What follows belongs to an exercise in optimizing a design on an open flow for small area; a production flow would make more cautious choices.
The RTL was checked by simulation tests, not by an equivalence proof against the original design.
Power and IR drop assume default switching activity.

## receiver_credit_rate_controller
module receiver_credit_rate_controller
(
    input  logic        aclk,
    input  logic        aresetn,
    input  logic        s_valid,
    output logic        s_ready,
    input  logic [81:0] s_data,
    output logic        m_valid,
    input  logic        m_ready,
    output logic [84:0] m_data,
    input  logic        cfg_valid,
    output logic        cfg_ready,
    input  logic [1:0]  cfg_index,
    input  logic [31:0] cfg_data
);
    localparam logic [4:0] S_INIT  = 5'd0,
                           S_IDLE  = 5'd1,
                           S_CFG   = 5'd2,
                           S_P1    = 5'd3,
                           S_P2    = 5'd4,
                           S_LOSS0 = 5'd5,
                           S_LDIV  = 5'd6,
                           S_BR    = 5'd7,
                           S_MUL   = 5'd8,
                           S_MOD5  = 5'd9,
                           S_D10   = 5'd10,
                           S_SUM   = 5'd11,
                           S_CLAMP = 5'd12,
                           S_RES   = 5'd13,
                           S_OUT   = 5'd14,
                           S_WDIV  = 5'd15,
                           S_IDIV  = 5'd16,
  ...
Size: roughly 450 flip-flops, roughly 210 I/O pins, roughly 15000 um^2 of cells after synthesis.
export LEC_CHECK = 0
export ABC_AREA = 1
export CAP_MARGIN = 20
export CORE_MARGIN = 2
export CORE_UTILIZATION = 60
export SLEW_MARGIN = 20
create_clock -name core_clock -period 10.0 [get_ports {aclk}]
standard.sh (not shown) runs the stock make flow with config.mk's settings and CLKGATE_MAP_FILE= SYNTH_SCRIPT=/design/flow/synth_recipe.tcl, a recipe that flattens the netlist after the stock synthesis.
==> flow/flow/run.sh <==
#!/bin/bash
# Standard layout, with the port buffers made from sky130_fd_sc_hd__buf_1
# instead of the buffer cell buffer_ports picks by default.
cd "$(dirname "$0")/.."
export BUFFER_PORTS_ARGS="-buffer_cell sky130_fd_sc_hd__buf_1"
export CTS_ARGS="-sink_clustering_enable -repair_clock_nets -dont_use_dummy_load -buf_list sky130_fd_sc_hd__clkbuf_8"
bash standard.sh > standard.log 2>&1
status=$?
cp standard.sh flow_standard_copy.sh.txt 2>/dev/null
exit $status
Then changed:
--- a/flow/flow/run.sh
+++ b/flow/flow/run.sh
@@ -4,5 +4,5 @@
 cd "$(dirname "$0")/.."
 export BUFFER_PORTS_ARGS="-buffer_cell sky130_fd_sc_hd__buf_1"
-export CTS_ARGS="-sink_clustering_enable -repair_clock_nets -dont_use_dummy_load -buf_list sky130_fd_sc_hd__clkbuf_8"
+export CTS_ARGS="-sink_clustering_enable -repair_clock_nets -dont_use_dummy_load -buf_list sky130_fd_sc_hd__clkbuf_4 -sink_clustering_size 8 -sink_clustering_max_diameter 60"
 bash standard.sh > standard.log 2>&1
 status=$?
Outcome: The changed run finished with timing, DRC and antenna clean. Critical path depth falls by 13. Core utilization shrinks by 1.6 points. Worst setup slack is worse by 0.022 ns.
Then changed:
==> flow/flow/run.sh (replaced) <==
#!/bin/bash
# Standard layout, with the port buffers made from sky130_fd_sc_hd__buf_1
# instead of the buffer cell buffer_ports picks by default.
cd "$(dirname "$0")/.."
export BUFFER_PORTS_ARGS="-buffer_cell sky130_fd_sc_hd__buf_1"
export CTS_ARGS="-sink_clustering_enable -repair_clock_nets -dont_use_dummy_load -buf_list sky130_fd_sc_hd__clkbuf_2"
bash standard.sh > standard.log 2>&1
status=$?
cp standard.sh flow_standard_copy.sh.txt 2>/dev/null
exit $status
Outcome: Setup slack got worse by 0.18 ns. Power is about the same. Clock skew goes up by 0.087 ns. Fmax goes down by 3.4%. Sequential share of layout area does not change. First-iteration DRC count goes down by about 4.7%. Design area stays the same.
Then changed:
--- a/flow/flow/run.sh
+++ b/flow/flow/run.sh
@@ -4,5 +4,5 @@
 cd "$(dirname "$0")/.."
 export BUFFER_PORTS_ARGS="-buffer_cell sky130_fd_sc_hd__buf_1"
-export CTS_ARGS="-sink_clustering_enable -repair_clock_nets -dont_use_dummy_load -buf_list sky130_fd_sc_hd__clkbuf_2"
+export CTS_ARGS="-sink_clustering_enable -repair_clock_nets -dont_use_dummy_load -buf_list sky130_fd_sc_hd__clkbuf_4 -sink_clustering_size 8 -sink_clustering_max_diameter 60"
 bash standard.sh > standard.log 2>&1
 status=$?
CAP_MARGIN = 0   (was 20)
SLEW_MARGIN = 0   (was 20)
The changed run ran to the end with no violations; critical path depth is higher by 13; total power decreases by 0.50%; utilization decreases by 0.11 points; worst setup slack improves by 0.18 ns.

## afterwards: timing with drivers on the ports
Ports are ideal in the flow. The routed layouts listed here were re-timed in OpenROAD. Step 1 sets driving cells, clkbuf_16 on the clock port and buf_2 on the other inputs (assumed; they add their load-dependent delay and slew). Step 2 moves the port delays by t, midway between the first and last clock arrival at a register: inputs arrive t later, outputs are due t later. That takes back most of the time a late clock gives input paths. a / b / c = ideal / step 1 / step 2; a / b = the first two.
run	shift t [ns]	slack for setup (ns)	hold slack, ns	slew at the worst register clock pin (ns)	worst slew at a driven data input, ns
the first run	0.603	4.926 / 4.926 / 4.926	0.267 / 0.267 / 0.267	0.08 / 0.08	0.05
the second run	0.697	4.904 / 4.861 / 4.910	0.243 / 0.243 / 0.243	0.11 / 0.11	0.05
the third run	0.911	4.723 / 4.680 / 4.976	0.139 / 0.139 / 0.139	0.13 / 0.13	0.05
the fourth run	0.689	4.905 / 4.871 / 4.905	0.240 / 0.240 / 0.240	0.11 / 0.11	0.05
After both steps setup and hold are still met in every run listed.
